This is an optimization exercise on Yosys and OpenROAD, whose aim is small area, not a production implementation. Function was checked by simulation only, so behaviour that the tests miss may differ from the original. The flow treats the clock pin as an ideal source. Dropping or thinning the clock tree relies on that and would not hold on a real chip. Power and IR drop assume default switching activity.

harbor:
==> module spi_sram_responder, before the edit <==
module spi_sram_responder #(
  parameter int         DEPTH_LOG2   = 9,
  parameter logic [7:0] STATUS_VALUE = spi_sram_responder_pkg::STATUS_VALUE_DEF
) (
  input  logic                  clk,
  input  logic                  reset,
  input  logic                  sck,
  input  logic                  cs,
  input  logic                  mosi,
  output logic                  miso,
  output logic                  wr_strobe,
  output logic [DEPTH_LOG2-1:0] wr_addr,
  output logic [7:0]            wr_data
);
  localparam int WORDS = 2**DEPTH_LOG2;
  localparam int WP_LOG2 = 6;
  localparam int NWP     = WORDS >> WP_LOG2;
  localparam logic [2:0] RD_SWITCH = 3'd5;
  logic sck_s, sck_prev, cs_s, mosi_s;
  spi_sync_edge u_sck_sync (
    .clk      (clk),
    .reset    (reset),
    .async_in (sck),
    .level    (sck_s)
  );
  spi_sync_edge #(.RESET_VAL(1'b1), .USE_RESET(1'b1)) u_cs_sync (
    .clk      (clk),
    .reset    (reset),
    .async_in (cs),
    .level    (cs_s)
  );
  spi_sync_edge u_mosi_sync (
    .clk      (clk),
    .reset    (reset),
    .async_in (mosi),
    .level    (mosi_s)
  );
  always_ff @(posedge clk) sck_prev <= sck_s;
  logic                  rise;
  logic [1:0]            ph;
  logic [2:0]            cnt;
  logic                  md_wr, md_sr;
  logic [6:0]            rx;
  logic [7:0]            rx_next;
  logic [DEPTH_LOG2-1:0] addr;
  logic [DEPTH_LOG2-1:0] addr_p1;
  logic [DEPTH_LOG2-1:0] addr_rev;
  logic [7:0]            wdat;
  logic                  wpend;
  logic [DEPTH_LOG2-1:0] t;
  logic [DEPTH_LOG2-1:0] d;
  logic                  wr_hit;
  logic                  commit;
  assign rise    = sck_s & ~sck_prev & ~cs_s;
  assign rx_next = {rx, mosi_s};
  assign addr_p1 = addr + 1'b1;
  for (genvar i = 0; i < DEPTH_LOG2; i++) begin : g_rev
    assign addr_rev[i] = addr[DEPTH_LOG2-1-i];
  end
  assign d       = addr_rev + t;
  assign wr_hit  = wpend && (d[WP_LOG2-1:0] == '0);
  assign commit  = rise && ph == spi_sram_responder_pkg::PH_DATA && md_wr && cnt == 3'd7;
  always_ff @(posedge clk) t <= t + 1'b1;
  always_ff @(posedge clk) begin
    if (rise) rx <= rx_next[6:0];
    if (cs_s) begin
      ph  <= spi_sram_responder_pkg::PH_CMD;
      cnt <= 3'd0;
    end else if (rise) begin
      cnt <= cnt + 3'd1;
      if (cnt == 3'd7 && ph != spi_sram_responder_pkg::PH_DATA) ph <= ph + 2'd1;
      if (ph == spi_sram_responder_pkg::PH_CMD && cnt == 3'd7) begin
        md_wr <= (rx_next == spi_sram_responder_pkg::CMD_WRITE);
        md_sr <= (rx_next == spi_sram_responder_pkg::CMD_RDSR);
        if (rx_next == spi_sram_responder_pkg::CMD_RDSR) ph <= spi_sram_responder_pkg::PH_DATA;
      end
    end
  end
  logic addr_inc;
  assign addr_inc = wr_hit ||
                    (rise && ph == spi_sram_responder_pkg::PH_DATA && !md_wr && cnt == RD_SWITCH - 3'd1);
  always_ff @(posedge clk) begin
    for (int i = 0; i < DEPTH_LOG2; i++) begin
      if (rise && ((i == DEPTH_LOG2 - 1) ? (ph == spi_sram_responder_pkg::PH_ADDRH && cnt == 3'd7)
                                        : (ph == spi_sram_responder_pkg::PH_ADDRL && cnt == 3'(7 - i))))
        addr[i] <= mosi_s;
      else if (addr_inc)
        addr[i] <= addr_p1[i];
    end
  end
  always_ff @(posedge clk) begin
    if (commit) wpend <= 1'b1;
    else if (wr_hit) wpend <= 1'b0;
    if (commit) wdat <= rx_next;
  end
  always_ff @(posedge clk) begin
    if (reset) wr_strobe <= 1'b0;
    else       wr_strobe <= commit;
  end
  assign wr_addr = addr;
  assign wr_data = wdat;
  logic [3:0] cand7;
  logic [1:0] rot7;
  logic [1:0] cand6;
  logic       rot6;
  logic [5:0] h;
  logic [7:0] want;
  for (genvar k = 0; k < 8; k++) begin : g_plane
    logic [WORDS-1:0] r;
    logic [WORDS-1:0] r_nxt;
    always_comb begin
      r_nxt = {r[WORDS-2:0], r[WORDS-1]};
      for (int j = 0; j < NWP; j++)
        if (wr_hit && d[DEPTH_LOG2-1:WP_LOG2] == j) r_nxt[j*(1<<WP_LOG2)+1] = wdat[k];
    end
    always_ff @(posedge clk) r <= r_nxt;
    localparam logic [2:0] C = 3'(7 - k);
    assign want[k] = (cnt < RD_SWITCH) ? (C >= cnt) : (C < cnt);
    if (k == 7) begin : g_quarters
      for (genvar q = 0; q < 4; q++) begin : g_q
        logic [7:0] taps;
        logic       tap;
        for (genvar i = 0; i < 8; i++) begin : g_tap
          assign taps[i] = r[q*128 + i*16];
        end
        spi_mux_tree #(.SEL_W(3)) u_tap_mux (.in(taps), .sel(d[6:4]), .out(tap));
        always_ff @(posedge clk) if (want[k] && d[3:0] == '0) cand7[q] <= tap;
      end
      always_ff @(posedge clk)
        if (want[k] && d[3:0] == '0) rot7 <= d[8:7] - {addr[0], addr[1]};
    end else if (k == 6) begin : g_halves
      for (genvar q = 0; q < 2; q++) begin : g_q
        logic [15:0] taps;
        logic        tap;
        for (genvar i = 0; i < 16; i++) begin : g_tap
          assign taps[i] = r[q*256 + i*16];
        end
        spi_mux_tree #(.SEL_W(4)) u_tap_mux (.in(taps), .sel(d[7:4]), .out(tap));
        always_ff @(posedge clk) if (want[k] && d[3:0] == '0) cand6[q] <= tap;
      end
      always_ff @(posedge clk)
        if (want[k] && d[3:0] == '0) rot6 <= d[8] ^ addr[0];
    end else begin : g_single
      localparam int SL = (k >= 4) ? 4 : 5;
      localparam int NT = WORDS >> SL;
      logic [NT-1:0] taps;
      logic          tap;
      for (genvar i = 0; i < NT; i++) begin : g_tap
        assign taps[i] = r[i << SL];
      end
      spi_mux_tree #(.SEL_W(DEPTH_LOG2 - SL)) u_tap_mux (
        .in  (taps),
        .sel (d[DEPTH_LOG2-1:SL]),
        .out (tap)
      );
      always_ff @(posedge clk) if (want[k] && d[SL-1:0] == '0) h[k] <= tap;
    end
  end
  logic [1:0] sel7;
  logic [7:0] byte_out;
  assign sel7     = rot7 + {addr[0], addr[1]};
  assign byte_out = {cand7[sel7], cand6[rot6 ^ addr[0]], h};
  assign miso = md_sr ? STATUS_VALUE[~cnt] : byte_out[~cnt];
endmodule
==> flow/config.mk <==
export PLATFORM = sky130hd
export DESIGN_NAME = spi_sram_responder
export DESIGN_NICKNAME = spi_sram_responder
export VERILOG_FILES = /design/flow/design.v
export SDC_FILE = /design/flow/constraint.sdc
export NUM_CORES = 4
export LEC_CHECK = 0
export CAP_MARGIN = 20
export CORE_MARGIN = 2
export CORE_UTILIZATION = 60
export PLACE_DENSITY = 0.7
export SLEW_MARGIN = 20
export SYNTH_MEMORY_MAX_BITS = 8192
==> flow/constraint.sdc <==
create_clock -name core_clock -period 10.0 [get_ports {clk}]
set_input_delay 2.0000 -clock core_clock [delete_from_list [all_inputs] [get_ports {clk}]]
set_output_delay 2.0000 -clock core_clock [all_outputs]
set_load 0.01 [all_outputs]
standard.sh (not shown) runs the stock make flow with config.mk's settings and CLKGATE_MAP_FILE= SYNTH_SCRIPT=/design/flow/synth_recipe.tcl, a recipe that flattens the netlist after the stock synthesis.
==> flow/flow/run.sh <==
#!/bin/bash
# Standard layout (standard.sh) with two changes to clock tree synthesis:
# TritonCTS without dummy loads and with large clkbuf_16 sink clusters, then
# flow/cts_hook.tcl turns the root and leaf buffers into inverters.
# ORFS's full output goes to standard.log, each step's log to orfs/logs/.
set -euo pipefail
export CTS_ARGS="-sink_clustering_enable -repair_clock_nets -dont_use_dummy_load -buf_list sky130_fd_sc_hd__clkbuf_16 -sink_clustering_size 34 -sink_clustering_max_diameter 70"
export PRE_CTS_TCL="$PWD/flow/cts_hook.tcl"
bash standard.sh > standard.log 2>&1
Other scripts of this flow, unchanged in this note and not shown: flow/flow/cts_hook.tcl
The following lists how amber was set up differently from harbor:
diff --git a/flow/design.v b/flow/design.v
--- a/flow/design.v
+++ b/flow/design.v
@@ -95,5 +95,5 @@
   logic [1:0]            ph;
   logic [2:0]            cnt;
-  logic                  md_wr, md_sr;
+  logic                  md_rd, md_wr, md_sr;
   logic [6:0]            rx;
   logic [7:0]            rx_next;
@@ -126,4 +126,5 @@
       if (cnt == 3'd7 && ph != spi_sram_responder_pkg::PH_DATA) ph <= ph + 2'd1;
       if (ph == spi_sram_responder_pkg::PH_CMD && cnt == 3'd7) begin
+        md_rd <= (rx_next == spi_sram_responder_pkg::CMD_READ);
         md_wr <= (rx_next == spi_sram_responder_pkg::CMD_WRITE);
         md_sr <= (rx_next == spi_sram_responder_pkg::CMD_RDSR);
@@ -134,5 +135,5 @@
   logic addr_inc;
   assign addr_inc = wr_hit ||
-                    (rise && ph == spi_sram_responder_pkg::PH_DATA && !md_wr && cnt == RD_SWITCH - 3'd1);
+                    (rise && ph == spi_sram_responder_pkg::PH_DATA && md_rd && cnt == RD_SWITCH - 3'd1);
   always_ff @(posedge clk) begin
     for (int i = 0; i < DEPTH_LOG2; i++) begin
==> comparison <==
- Taking harbor as the reference, in amber core footprint now smaller, critical path depth now larger, area of the die now smaller, aggregate routed wire length now larger.
- Higher share of power burned in registers among amber and harbor: harbor
- On adder and majority cell fraction of the synthesized area, amber and harbor are basically level.
- amber vs. harbor: mean post-synth cell area rose by 0.84%, sequential cell count stayed essentially flat.
No run of this note takes its clock network from TritonCTS; it comes from the design's own scripts or RTL.

separate check: timing with driven ports:
Ports are ideal in the flow. The routed layouts listed here were re-timed in OpenROAD. Step 1 (the two cells are an assumption about what drives the block):
set clk [get_ports {clk}]
set_driving_cell -lib_cell sky130_fd_sc_hd__clkbuf_16 $clk
set_driving_cell -lib_cell sky130_fd_sc_hd__buf_2 [delete_from_list [all_inputs] $clk]
Step 2, shift: input delay + t, output delay - t, t = (earliest + latest rising clock arrival at the registers) / 2. This alone moves slack from input paths to output paths. a / b / c = ideal ports / drivers / drivers and shift; a / b = the first two.
run | t (ns) | setup slack, ns | worst setup path at the end | cell pins on the clock port's net
harbor | 0.722 | 4.131 / 4.025 / 4.747 | register to output | 1
amber | 0.695 | 4.726 / 4.624 / 5.319 | register to output | 1
After both steps setup and hold are still met in every run listed.
